From an optimization exercise on the open Yosys and OpenROAD flow, aimed at small area; shortcuts taken in it are not production practice. Only simulation tests tie the RTL to the original design; equivalence was not proved. No activity file was given, so power comes from the tool's default toggle rates.

File: design/flow/config.mk
export PLATFORM = sky130hd
export DESIGN_NAME = rv_core
export DESIGN_NICKNAME = rv_core
export VERILOG_FILES = /design/flow/design.v
export SDC_FILE = /design/flow/constraint.sdc
export NUM_CORES = 4
export LEC_CHECK = 0
export CAP_MARGIN = 20
export CORE_MARGIN = 2
export CORE_UTILIZATION = 65
export SETUP_SLACK_MARGIN = 0.2
export SLEW_MARGIN = 20
export SYNTH_HIERARCHICAL = 1
File: design/flow/constraint.sdc
create_clock -name core_clock -period 10.0 [get_ports {i_clk}]
set_input_delay 2.0000 -clock core_clock [delete_from_list [all_inputs] [get_ports {i_clk}]]
set_output_delay 2.0000 -clock core_clock [all_outputs]
set_load 0.01 [all_outputs]
File: design/flow/design.v
`timescale 1ns/100ps
package rv_pkg;
	typedef struct packed {
		logic [6:0]	funct7;
		logic [4:0]	rs2;
		logic [4:0]	rs1;
		logic [2:0]	funct3;
		logic [4:0]	rd;
		logic [6:0]	opcode;
	} r_fmt_t;
	typedef struct packed {
		logic [11:0]	imm;
		logic [4:0]		rs1;
		logic [2:0]		funct3;
		logic [4:0]		rd;
		logic [6:0]		opcode;
	} i_fmt_t;
	typedef struct packed {
		logic [6:0]	imm_hi;
		logic [4:0]	rs2;
		logic [4:0]	rs1;
		logic [2:0]	funct3;
		logic [4:0]	imm_lo;
		logic [6:0]	opcode;
	} s_fmt_t;
	typedef struct packed {
		logic		imm12;
		logic [5:0]	imm10_5;
		logic [4:0]	rs2;
		logic [4:0]	rs1;
		logic [2:0]	funct3;
		logic [3:0]	imm4_1;
		logic		imm11;
		logic [6:0]	opcode;
	} b_fmt_t;
	typedef struct packed {
		logic [19:0]	imm;
		logic [4:0]		rd;
		logic [6:0]		opcode;
	} u_fmt_t;
	typedef struct packed {
		logic		imm20;
		logic [9:0]	imm10_1;
		logic		imm11;
		logic [7:0]	imm19_12;
		logic [4:0]	rd;
		logic [6:0]	opcode;
	} j_fmt_t;
	typedef union packed {
		r_fmt_t	r_fmt;
		i_fmt_t	i_fmt;
		s_fmt_t	s_fmt;
		b_fmt_t	b_fmt;
		u_fmt_t	u_fmt;
		j_fmt_t	j_fmt;
	} instr_u;
	typedef enum logic [3:0] {
		ALU_ADD, ALU_SUB, ALU_AND, ALU_OR, ALU_XOR,
		ALU_SLL, ALU_SRL, ALU_SRA, ALU_SLT, ALU_SLTU
	} alu_op_e;
	typedef struct packed {
		alu_op_e	alu_op;
		logic		src_a_pc;
		logic		src_b_imm;
		logic		reg_we;
		logic		mem_we;
		logic		mem_re;
		logic		is_branch;
		logic		is_jal;
		logic		is_jalr;
		logic		wb_link;
		logic [2:0]	funct3;
	} ex_ctrl_t;
	typedef struct packed {
		logic				valid;
		logic [32-1:0]	pc;
		logic [32-1:0]	rs1_data;
		logic [32-1:0]	rs2_data;
		logic [32-1:0]	imm;
		logic [4:0]			rs1;
		logic [4:0]			rs2;
		logic [4:0]			rd;
		ex_ctrl_t			ctrl;
	} de_stage_t;
	typedef struct packed {
		logic				valid;
		logic [32-1:0]	pc;
		logic [4:0]			rd;
		logic				reg_we;
		logic				is_load;
		logic [32-1:0]	value;
	} ew_stage_t;
	typedef struct packed {
		logic				re;
		logic				we;
		logic [32-1:0]	addr;
		logic [32-1:0]	wdata;
	} dmem_req_t;
	typedef struct packed {
		logic				valid;
		logic [32-1:0]	pc;
		logic [4:0]			rd;
		logic				we;
		logic [32-1:0]	value;
	} retire_t;
	typedef struct packed {
		logic				we;
		logic [4:0]			rd;
		logic [32-1:0]	value;
	} wb_fwd_t;
endpackage
`timescale 1ns/100ps
module rv_regfile (
	input  logic		i_clk,
	input  logic [4:0]	i_rs,
	input  logic [4:0]	i_rd,
	input  logic		i_we,
	input  logic		i_wbit,
	output logic		o_rs_bit
);
	logic [31:1][31:0]	regs;
	logic [31:0]		lsb;
	always_ff @(posedge i_clk) begin
		for (int r = 1; r < 32; r++)
			regs[r] <= {(i_we && i_rd == 5'(r)) ? i_wbit : regs[r][0], regs[r][31:1]};
	end
	always_comb begin
		lsb[0] = 1'b0;
		for (int r = 1; r < 32; r++)
			lsb[r] = regs[r][0];
	end
	assign o_rs_bit = lsb[i_rs];
endmodule
`timescale 1ns/100ps
module rv_core (
	input  logic				i_clk,
	input  logic				i_rstn,
	output logic [32-1:0]	o_imem_addr,
	input  logic [32-1:0]	i_imem_data,
	output logic				o_dmem_re,
	output logic				o_dmem_we,
	output logic [32-1:0]	o_dmem_addr,
	output logic [32-1:0]	o_dmem_wdata,
	input  logic [32-1:0]	i_dmem_rdata,
	output logic				o_retire_valid,
	output logic [32-1:0]	o_retire_pc,
	output logic [4:0]			o_retire_rd,
	output logic				o_retire_we,
	output logic [32-1:0]	o_retire_value
);
	logic [4:0]		cnt;
	logic [1:0]		ph;
	logic			upd;
	logic [31:0]	pc;
	logic [31:0]	a;
	logic [31:0]	b;
	logic			c_alu;
	logic			c_n;
	logic			f;
	logic [4:0]		shr;
	logic [31:0]	ins;
	logic [6:0]		opc;
	logic [2:0]		f3;
	logic [4:0]		rd;
	assign ins	= i_imem_data;
	assign opc	= ins[6:0];
	assign f3	= ins[14:12];
	assign rd	= ins[11:7];
	logic is_op, is_opimm, is_lui, is_auipc, is_load, is_store, is_branch, is_jal, is_jalr;
	assign is_op		= opc == 7'b0110011;
	assign is_opimm		= opc == 7'b0010011;
	assign is_lui		= opc == 7'b0110111;
	assign is_auipc		= opc == 7'b0010111;
	assign is_load		= opc == 7'b0000011;
	assign is_store		= opc == 7'b0100011;
	assign is_branch	= opc == 7'b1100011;
	assign is_jal		= opc == 7'b1101111;
	assign is_jalr		= opc == 7'b1100111;
	logic is_alu, is_sh, is_slt, is_lw, is_sw, we;
	assign is_alu	= is_op | is_opimm;
	assign is_sh	= is_alu & (f3[1:0] == 2'b01);
	assign is_slt	= is_alu & (f3[2:1] == 2'b01);
	assign is_lw	= is_load & (f3 == 3'b010);
	assign is_sw	= is_store & (f3 == 3'b010);
	assign we		= (is_alu | is_lui | is_auipc | is_jal | is_jalr | is_lw) & (rd != 5'd0);
	logic pre, pp, p1, p2, c0, c31, fin;
	assign pre	= is_op | is_branch | is_sw;
	assign pp	= pre & (ph == 2'd0);
	assign p1	= pre ? (ph == 2'd1) : (ph == 2'd0);
	assign p2	= pre ? (ph == 2'd2) : (ph == 2'd1);
	assign c0	= cnt == 5'd0;
	assign c31	= cnt == 5'd31;
	assign fin	= c31 & !upd & ((is_sh | is_slt | is_branch | is_lw | is_sw) ? p2 : p1);
	logic [31:0] imm;
	always_comb begin
		if (is_store)
			imm = {{20{ins[31]}}, ins[31:25], ins[11:7]};
		else if (is_branch)
			imm = {{20{ins[31]}}, ins[7], ins[30:25], ins[11:8], 1'b0};
		else if (is_lui | is_auipc)
			imm = {ins[31:12], 12'b0};
		else if (is_jal)
			imm = {{12{ins[31]}}, ins[19:12], ins[20], ins[30:21], 1'b0};
		else
			imm = {{20{ins[31]}}, ins[31:20]};
	end
	logic r1, r2, rr, pcb, immb, four;
	assign r1	= rr;
	assign r2	= b[0];
	assign pcb	= a[0];
	assign immb	= imm[cnt];
	assign four	= cnt == 5'd2;
	logic opa, opb, sub, bx, cin, sum, cout, alu;
	assign opa	= (is_auipc | is_jal | is_jalr) ? pcb :
		(is_lui | is_sw | is_sh) ? 1'b0 : r1;
	assign opb	= (is_jal | is_jalr) ? four : (is_op | is_branch | is_sw) ? r2 : immb;
	assign sub	= (is_op & f3 == 3'b000 & ins[30]) | is_slt | is_branch | (is_sh & !f3[2]);
	assign bx	= opb ^ sub;
	assign cin	= c0 ? sub : c_alu;
	assign sum	= opa ^ bx ^ cin;
	assign cout	= (opa & bx) | (opa & cin) | (bx & cin);
	always_comb begin
		alu = sum;
		if (is_alu) begin
			case (f3)
				3'b100:	alu = opa ^ opb;
				3'b110:		alu = opa | opb;
				3'b111:	alu = opa & opb;
				default:	alu = sum;
			endcase
		end
	end
	logic uns, lt, ne, cond;
	assign uns	= is_branch ? f3[1] : f3[0];
	assign lt	= (opa ^ opb) ? (uns ? opb : opa) : !cout;
	assign ne	= (!c0 & f) | (opa ^ opb);
	always_comb begin
		cond = lt;
		if (is_branch) begin
			case (f3)
				3'b000:				cond = !ne;
				3'b001:				cond = ne;
				3'b100, 3'b110:		cond = lt;
				3'b101, 3'b111:		cond = !lt;
				default:				cond = 1'b0;
			endcase
		end
	end
	logic nbase, noff, ncin, nsum, a_in;
	assign nbase	= upd ? pc[0] : (p1 & (is_sh | is_jalr | is_lw | is_sw)) ? r1 : pcb;
	assign noff		= upd ? four : p1 ? ((is_jal | is_jalr | is_lw | is_sw) & immb) :
		f ? immb : four;
	assign ncin		= !c0 & c_n;
	assign nsum		= nbase ^ noff ^ ncin;
	always_comb begin
		if (upd)
			a_in = !ph[1] & (ph[0] ? a[0] : nsum);
		else if ((p1 & (is_sh | is_jal | is_jalr | is_lw | is_sw)) | (p2 & is_branch))
			a_in = nsum & !(p1 & is_jalr & c0);
		else
			a_in = a[0];
	end
	logic [4:0]	scy;
	logic		src, wrap, sval, shbit;
	assign src		= a[shr];
	always_comb begin
		scy[0] = cnt[0] & shr[0];
		for (int i = 1; i < 5; i++)
			scy[i] = (cnt[i] & shr[i]) | ((cnt[i] | shr[i]) & scy[i-1]);
	end
	assign wrap		= scy[4];
	assign sval		= f3[2] ? !wrap : (wrap | shr == 5'd0);
	assign shbit	= sval ? src : (f3[2] & ins[30] & f);
	logic commit, val, b_in;
	assign commit	= !upd & (p1 ? !(is_slt | is_sh | is_branch | is_lw | is_sw) :
		p2 & (is_slt | is_sh | is_lw));
	always_comb begin
		if (p1)
			val = alu;
		else if (is_slt)
			val = c0 & f;
		else if (is_sh)
			val = shbit;
		else
			val = c0 ? i_dmem_rdata[0] : b[0];
	end
	assign b_in	= commit ? (val & we) : pp ? rr : (p1 & is_sw) ? b[0] : 1'b0;
	rv_regfile u_regfile (
		.i_clk		(i_clk			),
		.i_rs		(pp ? ins[24:20] : ins[19:15]),
		.i_rd		(rd				),
		.i_we		(commit & we	),
		.i_wbit		(val			),
		.o_rs_bit	(rr				)
	);
	logic ldp;
	assign ldp = p2 & is_lw & c0;
	always_ff @(posedge i_clk) begin
		if (!i_rstn) begin
			cnt	<= 5'd0;
			ph	<= 2'd3;
			upd	<= 1'b1;
		end else begin
			cnt	<= cnt + 5'd1;
			if (c31) begin
				if (upd) begin
					ph	<= 2'd0;
					upd	<= 1'b0;
				end else if (fin) begin
					ph	<= {1'b0, is_jal | is_jalr | is_branch};
					upd	<= 1'b1;
				end else begin
					ph	<= ph + 2'd1;
				end
			end
		end
	end
	always_ff @(posedge i_clk) begin
		if (upd)
			pc <= {a_in, pc[31:1]};
	end
	always_ff @(posedge i_clk) begin
		c_alu	<= cout;
		c_n		<= (nbase & noff) | (nbase & ncin) | (noff & ncin);
		a		<= {a_in, a[31:1]};
		b		<= {b_in, b[31:1] | ({31{ldp}} & i_dmem_rdata[31:1])};
		if (p1)
			f <= c31 ? cond : ne;
		else if (p2 & is_sh & sval)
			f <= src;
		if (p1 & (cnt < 5'd5))
			shr <= {alu, shr[4:1]};
	end
	assign o_imem_addr		= pc;
	assign o_dmem_re		= p1 & c31 & is_lw & !upd;
	assign o_dmem_we		= p1 & c31 & is_sw & !upd;
	assign o_dmem_addr		= {a_in, a[31:1]};
	assign o_dmem_wdata		= {b_in, b[31:1]};
	assign o_retire_valid	= fin;
	assign o_retire_pc		= pc;
	assign o_retire_rd		= rd;
	assign o_retire_we		= we;
	assign o_retire_value	= {b_in, b[31:1]};
endmodule
File: design/flow/flow/run.sh
#!/bin/bash
export BUFFER_PORTS_ARGS="-buffer_cell sky130_fd_sc_hd__buf_1"
export CTS_ARGS="-sink_clustering_enable -repair_clock_nets -dont_use_dummy_load -buf_list {sky130_fd_sc_hd__clkbuf_4 sky130_fd_sc_hd__clkbuf_8 sky130_fd_sc_hd__clkbuf_16} -sink_clustering_size 12 -sink_clustering_max_diameter 40"
bash standard.sh > standard.log 2>&1
File: design/flow/standard.sh
#!/bin/bash
# synth_recipe.tcl (not shown) runs the flow's synth.tcl, then flattens the netlist and writes it again
# the make line also repeats each setting of config.mk as NAME=value (left out here)
make -C /OpenROAD-flow-scripts/flow DESIGN_CONFIG=/design/flow/config.mk WORK_HOME=/design/flow/orfs CLKGATE_MAP_FILE= SYNTH_SCRIPT=/design/flow/synth_recipe.tcl "${@:-finish}"
==> flow_metrics.env, run 1 <==
export IMPL_hold_end="u_regfile.regs[705]"
export IMPL_worst_r2r_cell_count=19
export IMPL_first_pass_iters=5
export IMPL_rrSetupSlack_ns=5.00
export IMPL_yosysTopAreaCell="dfxtp_1"
export IMPL_seqCellArea_um2=22500
export IMPL_critPathSlowestCell="or4_1"
export IMPL_relSlewSlack=0.217
export IMPL_cts_resized=0
export IMPL_final_cells=2361
export IMPL_core_um2=39700
export IMPL_grt_overflow=0
export IMPL_final_common_cell="dfxtp_1"
export IMPL_cpMostUsedCell="mux2_2"
export IMPL_antenna_found_initial=8
export IMPL_hold_violations=0
export IMPL_max_freq_ghz=0.108
export IMPL_cp_end_kind="output pin"
export IMPL_yosys_area_share_simple=0.0355
export IMPL_place_inst=2247
export IMPL_synth_edf_count=38
export IMPL_cp_data_arrival_time_ns=7.25
export IMPL_hpwl_um=30800
export IMPL_holdPathStages=0
export IMPL_slew_viol_final=0
export IMPL_syn_area_per_cell_um2=16.6
export IMPL_place_congestion=0.885
export IMPL_grt_pass1_wl_um=83100
export IMPL_crit_type="in -> out"
export IMPL_yosys_top_cells_area="dfxtp_1 82%, edfxtp_1 4.4%, buf_4 2.1%"
export IMPL_pre_cts_ws_ns=0.858
export IMPL_worstMarginPinSlew_ns=1.17
export IMPL_syn_inst=1579
export IMPL_grt_max_degree=43
export IMPL_cts_hold_buf=0
export IMPL_synthFlopType="dfxtp_1"
export IMPL_mostFrequentLayoutCells="1,065 x dfxtp_1, 234 x buf_1, 109 x clkbuf_16, 39 x mux2_2, 38 x edfxtp_1"
export IMPL_cts_tree="yes"
export IMPL_drc_errors=0
export IMPL_drt_iter0_drc=1015
export IMPL_fin_skew_ns=0.0834
export IMPL_reg2reg_to="u_regfile.regs[159]"
export IMPL_grt_pass1_vias=13200
export IMPL_vias=12200
export IMPL_dieArea_um2=41900
export IMPL_cpLargestDelayFamily="multiplexers"
export IMPL_startpoint_type="primary input"
export IMPL_design_area_um2=29800
export IMPL_synth_fa_ha_area_frac=0.00584
export IMPL_hold_worst_slack_ns=0.303
export IMPL_hold_path_startpoint="u_regfile.regs[706]"
export IMPL_hold_path_class="reg -> reg"
export IMPL_cpPeakStageDelay_ns=0.59
export IMPL_synth_compound_area_frac=0.0289
export IMPL_layout_setup_ws_ns=0.749
export IMPL_rows=73
export IMPL_synth_seq_cells=1104
export IMPL_cp_max_fo=11
export IMPL_cp_num_cells=18
export IMPL_ios=235
export IMPL_crit_reg2reg_launch="ph[0]"
export IMPL_root_buffer="clkbuf_16"
export IMPL_synth_async_sr_flop_share=0
export IMPL_netlist_area_leader_share=0.816
export IMPL_vias_per_cell=5.19
export IMPL_yosysUniqueCellTypes=68
export IMPL_multiInputGateArea_um2=2980
export IMPL_place_area_um2=27100
export IMPL_fin_crit_sh=0.925
export IMPL_seq_area_frac_synth=0.859
export IMPL_wl_per_cell_um=23.6
export IMPL_rsz0062_at_grt="no"
export IMPL_leakage_nw=12.1
export IMPL_crit_chain="buf_1, nor4b_2, or3_1, nand4_1, inv_1, nand2_1, mux2_2, mux2i_1, mux4_1, nor3_1, or4_1, mux2_2, mux2_2, fa_1, o31a_1, mux2i_1, o21ai_0, buf_1"
export IMPL_numPortBuffers=234
export IMPL_setup_violations=0
export IMPL_cts_num_sinks=1104
export IMPL_die_h_um=205
export IMPL_power_mw=7.94
export IMPL_route_antenna_remaining_nets=0
export IMPL_cellPowerDensity_nw_per_um2=266
export IMPL_netlist_area_um2=26200
export IMPL_ir_drop_v=0.000265
export IMPL_start_util=0.658
export IMPL_status="timing/DRC/antenna clean"
export IMPL_cts_setup_buffers=0
export IMPL_fin_nets=1910
export IMPL_cts_buffers=109
export IMPL_muxShareOfSynthArea=0.0414
export IMPL_clock_latency_ns=0.65
export IMPL_min_period_ns=9.25
export IMPL_drv_cap=0
export IMPL_syn_nets=1656
export IMPL_synth_xor_xnor_area_share=0.00167
export IMPL_die_x_um=205
export IMPL_drive_gt1_frac=0.0989
export IMPL_critPathRequiredTime_ns=8.00
export IMPL_synth_warning_count=8
export IMPL_synth_top_family_by_area="multiplexers"
export IMPL_cts_buffer_depth=3
export IMPL_finalSetupTns_ns=0
export IMPL_syn2layout_area_growth_pct=14.1
export IMPL_routed_wl_um=55700
export IMPL_grt_usage=0.271
export IMPL_clk_pin_slew_ns=0.06
export IMPL_cts_max_level=3
export IMPL_final_core_util=0.751
export IMPL_fillCellCount=2137
export IMPL_path_buf_inv=3
==> cell usage after synthesis (all sizes together) (4+ instances only) <==
master	count
a2111oi	4
a211oi	9
a21o	31
a21oi	10
a31oi	5
and2	9
and3	5
buf	84
clkbuf	15
dfxtp	1066
edfxtp	38
ha	9
inv	12
mux2	42
mux2i	20
mux4	18
nand2	28
nand2b	12
nand3	12
nand4	6
nand4b	5
nor2	36
nor2b	11
nor3	19
nor3b	5
nor4	5
o21ai	9
o31ai	4
or3	4
==> layer usage <==
metal / up-vias / share of wire / GRT usage
met5: - / 0 / 0
li1: 5606 / - / -
met3: 137 / 0.061 / 0.0584
met1: 5978 / 0.41 / 0.344
met4: 0 / 0.036 / 0.114
met2: 528 / 0.49 / 0.452
==> registers in the layout (all words and copies together) (netlist names) <==
register        count
upd                 1
shr                 5
pc                 32
b                  32
cnt                 5
ph                  2
f                   1
c_alu               1
u_regfile.regs    992
a                  32
c_n                 1
==> area by class of cell <==
cell class              count  share of cell area
repair buffers            242              0.0314
inverters                  12             0.00151
well taps                 525              0.0220
clock buffers             109              0.0914
flip-flops and latches   1104               0.753
multi-input cells         364              0.0998
diodes                      5            0.000419
==> worst max-delay path by stage <==
stage,to,startpoint
after floorplan,o_dmem_wdata[31],i_imem_data[6]
after global placement,o_dmem_addr[31],i_imem_data[6]
after detailed placement,o_dmem_addr[31],i_imem_data[6]
after CTS,o_dmem_addr[31],i_imem_data[6]
after global routing,o_dmem_addr[31],i_imem_data[6]
final,o_dmem_addr[31],i_imem_data[6]
==> cells by family (layout without fill, tap and decap cells) <==
family	count (synthesis)	in the layout
compound gates	99	99
xor+xnor	5	5
fa+ha+maj	11	11
buf+inv	111	363
flops	1104	1104
mux	80	80
other cells	0	5
simple gates	169	169
==> where the power goes <==
group          internal [mW]  switching (mW)
Clock                   1.90            1.52
Sequential              4.42         0.00463
Combinational         0.0345          0.0612
Total                   6.36            1.58
==> Yosys stat by module, one instance, submodules excluded <==
module      cell area [um^2]  flops+latches
rv_regfile             20800            992
rv_core                 5400            112
==> run 2, diff against run 1 <==
==> design/flow/flow/run.sh (replaced) <==
#!/bin/bash
export BUFFER_PORTS_ARGS="-buffer_cell sky130_fd_sc_hd__buf_1"
export CTS_ARGS="-sink_clustering_enable -repair_clock_nets -dont_use_dummy_load -buf_list sky130_fd_sc_hd__clkbuf_8 -sink_clustering_size 18 -sink_clustering_max_diameter 50"
bash standard.sh > standard.log 2>&1
==> flow_metrics.env, run 2 <==
export IMPL_first_pass_iters=5
export IMPL_fin_crit_sh=0.915
export IMPL_status="timing/DRC/antenna clean"
export IMPL_grt_max_degree=43
export IMPL_cellPowerDensity_nw_per_um2=226
export IMPL_synthTopCellsByCount="1,066 x dfxtp_1, 73 x buf_4, 39 x mux2_2"
export IMPL_leakage_nw=11.2
export IMPL_grt_pass1_wl_um=65800
export IMPL_crit_chain="buf_1, nor4b_2, or3_1, nand4_1, inv_1, nand2_1, mux2_2, mux2_1, o311ai_0, nor3_1, or4_1, mux2_2, mux2_2, fa_1, o31a_1, mux2i_1, o21ai_0, buf_1"
export IMPL_cp_max_fo=11
export IMPL_synth_warning_count=8
export IMPL_cts_tree="yes"
export IMPL_core_um2=39700
export IMPL_drive_gt1_frac=0.0813
export IMPL_power_mw=6.35
export IMPL_wl_per_cell_um=19.0
export IMPL_grt_pass1_vias=11500
export IMPL_finalSetupTns_ns=0
export IMPL_hpwl_um=30800
export IMPL_route_antenna_remaining_nets=0
export IMPL_drt_iter0_drc=608
export IMPL_die_h_um=205
export IMPL_clk_pin_slew_ns=0.10
export IMPL_relSlewSlack=0.373
export IMPL_place_congestion=0.885
export IMPL_cpMostUsedCell="mux2_2"
export IMPL_cts_hold_buf=0
export IMPL_vias=11400
export IMPL_cpPeakStageDelay_ns=0.56
export IMPL_root_buffer="clkbuf_8"
export IMPL_critPathRequiredTime_ns=8.00
export IMPL_ios=235
export IMPL_min_period_ns=9.15
export IMPL_setup_violations=0
export IMPL_clock_latency_ns=0.65
export IMPL_layout_setup_ws_ns=0.848
export IMPL_syn_nets=1656
export IMPL_dieArea_um2=41900
export IMPL_syn_inst=1579
export IMPL_netlist_area_um2=26200
export IMPL_synth_async_sr_flop_share=0
export IMPL_cts_num_sinks=1104
export IMPL_max_freq_ghz=0.109
export IMPL_routed_wl_um=44200
export IMPL_numPortBuffers=234
export IMPL_yosys_cell_count_top_type="dfxtp_1"
export IMPL_yosysTopAreaCell="dfxtp_1"
export IMPL_yosys_top_cells_area="dfxtp_1 82%, edfxtp_1 4.4%, buf_4 2.1%"
export IMPL_cts_buffer_depth=3
export IMPL_syn_area_per_cell_um2=16.6
export IMPL_fin_nets=1875
export IMPL_fin_skew_ns=0.107
export IMPL_rsz0062_at_grt="no"
export IMPL_cp_end_kind="output pin"
export IMPL_rows=73
export IMPL_drv_cap=0
export IMPL_grt_usage=0.212
export IMPL_drc_errors=0
export IMPL_cts_max_level=3
export IMPL_hold_violations=0
export IMPL_netlist_area_leader_share=0.816
export IMPL_synth_seq_cells=1104
export IMPL_crit_type="in -> out"
export IMPL_mostFrequentLayoutCells="1,065 x dfxtp_1, 234 x buf_1, 74 x clkbuf_8, 39 x mux2_2, 38 x edfxtp_1"
export IMPL_syn2layout_area_growth_pct=7.50
export IMPL_antenna_found_initial=4
export IMPL_start_util=0.658
export IMPL_die_x_um=205
export IMPL_cts_resized=0
export IMPL_grt_overflow=0
export IMPL_critPathSlowestCell="fa_1"
export IMPL_pre_cts_ws_ns=0.858
export IMPL_cts_buffers=74
export IMPL_cp_data_arrival_time_ns=7.15
export IMPL_synth_edf_count=38
export IMPL_slew_viol_final=0
export IMPL_final_common_cell="dfxtp_1"
export IMPL_hold_path_class="reg -> reg"
export IMPL_vias_per_cell=4.89
export IMPL_seq_area_frac_synth=0.859
export IMPL_regMostFlops="u_regfile.regs"
export IMPL_worstMarginPinSlew_ns=0.941
export IMPL_yosysUniqueCellTypes=68
export IMPL_cts_setup_buffers=0
export IMPL_startpoint_type="primary input"
export IMPL_largest_reg_flops=992
export IMPL_ir_drop_v=0.000170
export IMPL_synthFlopType="dfxtp_1"
run 2: cell counts after synthesis:
No cell type changed its count.
run 2: per-layer routing:
layer  routed length (um)  share of wire  up-vias  GRT usage
met5                    0              0        -          0
met4                 1530          0.035        0     0.0937
met3                 2200          0.050       90     0.0401
met2                20700           0.47      354      0.345
met1                19800           0.45     5390      0.280
li1                     -              -     5525          -
run 2: stage by stage:
stage | util | cells | instance area [um^2] | hold WS, ns
floorplan | - | 1579 | 26200 | 0.310
global placement | 0.682 | 2247 | 27100 | 0.311
detailed placement | 0.682 | 2247 | 27100 | 0.312
CTS | 0.708 | 2321 | 28100 | 0.297
global route | 0.708 | 2322 | 28100 | 0.299
finish | 0.708 | 2323 | 28100 | 0.303
run 2: modules after synthesis, one instance, submodules excluded:
| module | area (um^2) | flip-flops and latches | cells |
|---|---|---|---|
| rv_core | 5400 | 112 | 474 |
| rv_regfile | 20800 | 992 | 1105 |
run 2: cell families after synthesis:
kind of cell | after synthesis | synth area share
XOR/XNOR | 5 | 0.00167
flip-flops | 1104 | 0.859
multiplexers | 80 | 0.0414
buffers and inverters | 111 | 0.0273
AND/OR/NAND/NOR | 169 | 0.0355
adder cells (fa/ha/maj) | 11 | 0.00584
AO/OA/AOI/OAI | 99 | 0.0289
run 2: final timing paths:
path | from | endpoint | slack [ns] | cells past startpoint
max | i_imem_data[6] | o_dmem_addr[31] | 0.85 | 18
min reg2reg | u_regfile.regs[788] | u_regfile.regs[787] | 0.30 | 0
max reg2reg | ph[0] | pc[31] | 5.22 | 14
min | u_regfile.regs[788] | u_regfile.regs[787] | 0.30 | 0
run 2: power breakdown:
| group | total, mW | internal [mW] | switching, mW |
|---|---|---|---|
| combinational | 0.0920 | 0.0344 | 0.0576 |
| sequential | 4.42 | 4.42 | 0.00471 |
| clock | 1.84 | 0.668 | 1.17 |
| total | 6.35 | 5.12 | 1.24 |
run 2: worst max-delay path: cells and delay by family:
family	cells	cell delay [ns]
simple gates	6	1.51
fa+ha+maj	1	0.56
compound gates	3	0.93
buf+inv	3	0.67
mux	5	1.47
run 2: layout make-up:
cell class | instances | area (um^2)
sequential | 1104 | 22500
fill | 2408 | 11600
multi-input combinational | 364 | 2980
clock buffer | 74 | 1020
timing repair buffer | 242 | 938
tap | 525 | 657
inverter | 12 | 45.0
antenna | 2 | 5.00
==> run 3, diff against run 2 <==
==> design/flow/flow/run.sh (replaced) <==
#!/bin/bash
export BUFFER_PORTS_ARGS="-buffer_cell sky130_fd_sc_hd__buf_1"
export CTS_ARGS="-sink_clustering_enable -repair_clock_nets -dont_use_dummy_load -buf_list sky130_fd_sc_hd__clkbuf_8 -sink_clustering_size 20 -sink_clustering_max_diameter 60"
bash standard.sh > standard.log 2>&1
==> flow_metrics.env, run 3 <==
export IMPL_power_mw=6.28
export IMPL_yosys_cell_count_top_type="dfxtp_1"
export IMPL_cts_max_level=3
export IMPL_startpoint_type="primary input"
export IMPL_syn_area_per_cell_um2=16.6
export IMPL_gr_usage_met2=0.344
export IMPL_first_pass_iters=5
export IMPL_wl_per_cell_um=19.0
export IMPL_status="timing/DRC/antenna clean"
export IMPL_crit_type="in -> out"
export IMPL_min_period_ns=9.22
export IMPL_core_um2=39700
export IMPL_cts_setup_buffers=0
export IMPL_cts_buffers=67
export IMPL_drive_gt1_frac=0.0777
export IMPL_start_util=0.658
export IMPL_route_antenna_remaining_nets=0
export IMPL_cts_num_sinks=1104
export IMPL_drc_errors=0
export IMPL_finalSetupTns_ns=0
export IMPL_cts_hold_buf=0
export IMPL_ios=235
export IMPL_grt_pass1_vias=11400
export IMPL_worstMarginPinSlew_ns=0.921
export IMPL_cellPowerDensity_nw_per_um2=224
export IMPL_synth_edf_count=38
export IMPL_vias_per_cell=4.89
export IMPL_final_common_cell="dfxtp_1"
export IMPL_mostFrequentLayoutCells="1,065 x dfxtp_1, 234 x buf_1, 67 x clkbuf_8, 39 x mux2_2, 38 x edfxtp_1"
export IMPL_die_x_um=205
export IMPL_cp_end_kind="output pin"
export IMPL_fin_skew_ns=0.110
export IMPL_hpwl_um=30800
export IMPL_cp_data_arrival_time_ns=7.22
export IMPL_relSlewSlack=0.386
export IMPL_grt_usage=0.212
export IMPL_yosys_top_cells_area="dfxtp_1 82%, edfxtp_1 4.4%, buf_4 2.1%"
export IMPL_yosysUniqueCellTypes=68
export IMPL_grt_pass1_wl_um=65700
export IMPL_fin_nets=1868
export IMPL_dieArea_um2=41900
export IMPL_leakage_nw=11.2
export IMPL_clk_pin_slew_ns=0.11
export IMPL_place_congestion=0.885
export IMPL_cp_max_fo=11
export IMPL_grt_overflow=0
export IMPL_clock_latency_ns=0.66
export IMPL_syn2layout_area_growth_pct=7.14
export IMPL_top_usage_layer="met2"
export IMPL_use_met1=0.279
export IMPL_grt_max_degree=43
export IMPL_netlist_area_um2=26200
export IMPL_hold_violations=0
export IMPL_root_buffer="clkbuf_8"
export IMPL_rsz0062_at_grt="no"
export IMPL_drt_iter0_drc=614
export IMPL_hold_path_class="reg -> reg"
export IMPL_synth_seq_cells=1104
export IMPL_die_h_um=205
export IMPL_critPathRequiredTime_ns=8.00
export IMPL_cts_tree="yes"
export IMPL_antenna_found_initial=2
export IMPL_cts_resized=0
export IMPL_cts_buffer_depth=3
export IMPL_slew_viol_final=0
export IMPL_vias=11300
export IMPL_syn_nets=1656
export IMPL_synth_async_sr_flop_share=0
export IMPL_largest_reg_flops=992
export IMPL_numPortBuffers=234
export IMPL_rows=73
export IMPL_routed_wl_um=44100
export IMPL_synthFlopType="dfxtp_1"
export IMPL_yosysTopAreaCell="dfxtp_1"
export IMPL_setup_violations=0
export IMPL_fin_crit_sh=0.922
export IMPL_regMostFlops="u_regfile.regs"
export IMPL_grtUsageMet3=0.0350
export IMPL_netlist_area_leader_share=0.816
export IMPL_ir_drop_v=0.000193
export IMPL_synth_warning_count=8
export IMPL_max_freq_ghz=0.109
export IMPL_syn_inst=1579
export IMPL_synthTopCellsByCount="1,066 x dfxtp_1, 73 x buf_4, 39 x mux2_2"
export IMPL_seq_area_frac_synth=0.859
export IMPL_fillCellCount=2418
export IMPL_drv_cap=0
run 3: metrics by stage:
stage / cell area [um^2] / setup WS (ns) / std cells / utilization / hold WS [ns]
detailed placement: 27100 / 0.858 / 2247 / 0.682 / 0.312
floorplan: 26200 / 1.77 / 1579 / - / 0.310
CTS: 28000 / 0.845 / 2314 / 0.705 / 0.292
finish: 28000 / 0.784 / 2316 / 0.705 / 0.296
global route: 28000 / 0.516 / 2315 / 0.705 / 0.290
global placement: 27100 / 0.941 / 2247 / 0.682 / 0.311
run 3: layer usage:
layer / vias up / share of wire / routed length (um)
met4: 0 / 0.043 / 1900
met2: 355 / 0.46 / 20500
met5: - / 0 / 0
met1: 5360 / 0.45 / 19700
met3: 113 / 0.045 / 1990
li1: 5504 / - / -
run 3: path summary, 6_finish.rpt:
path              depth (start not counted)                   to  slack [ns]                start
hold / removal                            0  u_regfile.regs[943]        0.30  u_regfile.regs[944]
hold reg to reg                           0  u_regfile.regs[943]        0.30  u_regfile.regs[944]
setup / recovery                         18      o_dmem_addr[31]        0.78       i_imem_data[6]
setup reg to reg                         14               pc[31]        5.14                ph[0]
run 3: area by class of cell:
type	instances	area, um^2	area share
sequential	1104	22500	0.802
multi-input combinational	364	2980	0.106
timing repair buffer	242	938	0.0335
clock buffer	67	922	0.0329
tap	525	657	0.0234
inverter	12	45.0	0.00161
antenna	2	5.00	0.000179
run 3: logic make-up (layout without fill, tap and decap cells):
kind of cell               count (synthesis)  in the layout  share of synthesized area
AOI/OAI and AO/OA                         99             99                     0.0289
xor gates and xnor gates                   5              5                    0.00167
adders and majority gates                 11             11                    0.00584
buffers and inverters                    111            321                     0.0273
DFF                                     1104           1104                      0.859
muxes                                     80             80                     0.0414
other                                      0              2                          0
and+or+nand+nor                          169            169                     0.0355
run 3: critical path: stages:
cell	delay [ns]
buf_1	0.35
nor4b_2	0.13
or3_1	0.32
nand4_1	0.26
inv_1	0.10
nand2_1	0.23
mux2_2	0.49
mux2_1	0.33
o311ai_0	0.32
nor3_1	0.07
or4_1	0.52
mux2_2	0.32
mux2_2	0.28
fa_1	0.56
o31a_1	0.14
mux2i_1	0.06
o21ai_0	0.51
buf_1	0.21
run 3: Yosys stat by module (local to each module, per instance):
module	area, um^2	cells
rv_core	5400	474
rv_regfile	20800	1105
run 3: power breakdown:
part | leakage, nW | switching, mW | internal, mW
registers | 9.03 | 0.00466 | 4.42
clock network | 0.482 | 1.16 | 0.608
logic | 1.69 | 0.0575 | 0.0344
total | 11.2 | 1.22 | 5.06
==> run 4, diff against run 3 <==
==> design/flow/flow/run.sh (replaced) <==
#!/bin/bash
export BUFFER_PORTS_ARGS="-buffer_cell sky130_fd_sc_hd__buf_1"
export CTS_ARGS="-sink_clustering_enable -repair_clock_nets -dont_use_dummy_load -buf_list sky130_fd_sc_hd__clkbuf_8 -sink_clustering_size 22 -sink_clustering_max_diameter 70"
bash standard.sh > standard.log 2>&1
==> flow_metrics.env, run 4 <==
export IMPL_yosys_top_cells_area="dfxtp_1 82%, edfxtp_1 4.4%, buf_4 2.1%"
export IMPL_p_clk_frac=0.270
export IMPL_synthTopCellsByCount="1,066 x dfxtp_1, 73 x buf_4, 39 x mux2_2"
export IMPL_finalSetupTns_ns=0
export IMPL_grt_pass1_wl_um=65300
export IMPL_syn2layout_area_growth_pct=6.71
export IMPL_cts_max_level=2
export IMPL_path_buf_inv=3
export IMPL_place_inst=2247
export IMPL_cpLargestDelayFamily="simple AND/OR/NAND/NOR gates"
export IMPL_root_buffer="clkbuf_8"
export IMPL_min_period_ns=9.15
export IMPL_cts_buffers=59
export IMPL_core_um2=39700
export IMPL_leakage_nw=11.1
export IMPL_rows=73
export IMPL_hold_violations=0
export IMPL_drt_iter0_drc=642
export IMPL_seq_area_frac_synth=0.859
export IMPL_max_freq_ghz=0.109
export IMPL_synth_warning_count=8
export IMPL_cp_end_kind="output pin"
export IMPL_route_antenna_remaining_nets=0
export IMPL_worstMarginPinSlew_ns=0.972
export IMPL_clk_pin_slew_ns=0.11
export IMPL_cp_max_fo=10
export IMPL_status="timing/DRC/antenna clean"
export IMPL_design_area_um2=27900
export IMPL_fin_crit_sh=0.915
export IMPL_cts_hold_buf=0
export IMPL_start_util=0.658
export IMPL_cts_num_sinks=1104
export IMPL_vias=11300
export IMPL_rsz0062_at_grt="no"
export IMPL_yosys_cell_count_top_type="dfxtp_1"
export IMPL_syn_inst=1579
export IMPL_syn_nets=1656
export IMPL_cts_setup_buffers=0
export IMPL_critPathSlowestCell="or4_1"
export IMPL_clock_latency_ns=0.69
export IMPL_fillCellCount=2432
export IMPL_grt_pass1_vias=11300
export IMPL_antenna_found_initial=2
export IMPL_fin_skew_ns=0.107
export IMPL_die_h_um=205
export IMPL_mostFrequentLayoutCells="1,065 x dfxtp_1, 234 x buf_1, 59 x clkbuf_8, 39 x mux2_2, 38 x edfxtp_1"
export IMPL_grt_overflow=0
export IMPL_cts_buffer_depth=3
export IMPL_regMostFlops="u_regfile.regs"
export IMPL_m1WireLength_um=19600
export IMPL_highest_layer="met4"
export IMPL_drv_cap=0
export IMPL_netlist_area_um2=26200
export IMPL_cpMostUsedCell="mux2_2"
export IMPL_power_net_switching_mw=1.20
export IMPL_first_pass_iters=5
export IMPL_cpPeakStageDelay_ns=0.62
export IMPL_final_cells=2307
export IMPL_critPathRequiredTime_ns=8.00
export IMPL_p_comb_frac=0.015
export IMPL_numPortBuffers=234
export IMPL_cts_resized=0
export IMPL_seqCellArea_um2=22500
export IMPL_routed_wl_um=43800
export IMPL_wl_per_cell_um=19.0
export IMPL_crit_type="in -> out"
export IMPL_setup_violations=0
export IMPL_cellPowerDensity_nw_per_um2=221
export IMPL_synth_seq_cells=1104
export IMPL_drc_errors=0
export IMPL_die_x_um=205
export IMPL_place_congestion=0.885
export IMPL_ios=235
export IMPL_crit_chain="buf_1, nor4b_2, or3_1, nand4_1, inv_1, nand2_1, mux2_2, mux4_2, mux2i_1, nor3b_1, or4_1, mux2_2, mux2_2, fa_1, o31a_1, mux2i_1, o21ai_0, buf_1"
export IMPL_yosysUniqueCellTypes=68
export IMPL_synth_edf_count=38
export IMPL_synth_async_sr_flop_share=0
export IMPL_switching_share=0.194
export IMPL_relSlewSlack=0.352
export IMPL_synthFlopType="dfxtp_1"
export IMPL_hold_worst_slack_ns=0.248
export IMPL_hpwl_um=30800
export IMPL_ir_drop_v=0.000178
export IMPL_fin_nets=1860
export IMPL_place_area_um2=27100
export IMPL_power_internal_mw=4.98
export IMPL_grt_max_degree=43
export IMPL_slew_viol_final=0
export IMPL_vias_per_cell=4.90
export IMPL_cp_data_arrival_time_ns=7.15
export IMPL_route_met2_wl_um=20600
export IMPL_wl_met3_um=2060
export IMPL_hold_path_class="reg -> reg"
export IMPL_grt_usage=0.210
export IMPL_multiInputGateArea_um2=2980
export IMPL_syn_area_per_cell_um2=16.6
export IMPL_yosysTopAreaCell="dfxtp_1"
export IMPL_final_common_cell="dfxtp_1"
export IMPL_rrSetupSlack_ns=5.23
export IMPL_cts_tree="yes"
export IMPL_largest_reg_flops=992
export IMPL_pwr_share_seq=0.715
export IMPL_netlist_area_leader_share=0.816
export IMPL_startpoint_type="primary input"
export IMPL_dieArea_um2=41900
export IMPL_drive_gt1_frac=0.0736
==> run 4: power by group through the flow <==
stage	clock network (mW)	logic [mW]	registers, mW
after floorplan	0	0.0587	4.52
after global placement	0	0.0917	4.52
after detailed placement	0	0.0915	4.52
after CTS	1.72	0.0920	4.42
after global routing	1.85	0.101	4.43
final	1.67	0.0922	4.42
==> run 4: final timing paths <==
path	from	end	depth (start not counted)
setup / recovery	i_imem_data[6]	o_dmem_addr[31]	18
hold / removal	u_regfile.regs[221]	u_regfile.regs[220]	0
setup reg to reg	ph[0]	pc[31]	14
hold reg to reg	u_regfile.regs[221]	u_regfile.regs[220]	0
==> run 4: per-layer routing <==
layer / global-route usage / vias to the layer above
met5: 0 / -
met4: 0.0906 / 0
met3: 0.0318 / 89
met2: 0.344 / 348
met1: 0.280 / 5383
li1: - / 5492
==> run 4: modules after synthesis (local to each module, per instance) <==
module	copies in the design	flops+latches	area [um^2]
rv_regfile	1	992	20800
rv_core	1	112	5400
==> run 4: kinds of logic (layout without fill, tap and decap cells) <==
| logic type | after synthesis | after routing | share of synthesized area |
|---|---|---|---|
| flops | 1104 | 1104 | 0.859 |
| simple gates | 169 | 169 | 0.0355 |
| buf+inv | 111 | 313 | 0.0273 |
| compound gates | 99 | 99 | 0.0289 |
| mux | 80 | 80 | 0.0414 |
| fa+ha+maj | 11 | 11 | 0.00584 |
| xor+xnor | 5 | 5 | 0.00167 |
| other cells | 0 | 1 | 0 |
==> run 4: final cells by class <==
type                            count  share of cell area
Multi-Input combinational cell    364               0.107
Tap cell                          525              0.0235
Timing Repair Buffer              242              0.0336
Antenna cell                        1           0.0000896
Clock buffer                       59              0.0291
Inverter                           12             0.00161
Sequential cell                  1104               0.805
==> run 4: stage by stage <==
stage          total power [mW]  setup WS, ns  utilization
2_1_floorplan              4.58          1.77            -
3_3_place_gp               4.61         0.941        0.682
3_5_place_dp               4.61         0.858        0.682
4_1_cts                    6.24         0.845        0.703
5_1_grt                    6.38         0.516        0.703
6_report                   6.18         0.848        0.703

re-timing with driven ports:
The results above use ideal ports. As a check the final layouts listed here were re-extracted and re-timed, cells and wires unchanged.
Step 1 sets driving cells, clkbuf_16 on the clock port and buf_2 on the other inputs (assumed; they add their load-dependent delay and slew).
Step 2 times the ports against the registers' clock, not the clock port: input delays grow and output delays shrink by t, the midpoint of the rising clock arrivals with the driver on.
Three values: ideal ports, drivers, drivers and shift; two values: the first two.
run | shift t [ns] | slack for setup (ns) | clock arrival spread, ns
run 1 | 0.669 | 0.749 / 0.709 / 0.709 | 0.087 / 0.087
run 2 | 0.652 | 0.848 / 0.797 / 0.797 | 0.108 / 0.108
run 3 | 0.655 | 0.784 / 0.732 / 0.732 | 0.116 / 0.115
run 4 | 0.687 | 0.848 / 0.799 / 0.799 | 0.108 / 0.108
After both steps every run listed still meets setup and hold. The setup slack of run 3, which loses most, moves by -0.052 ns with the drivers and by -0.052 ns with both steps.
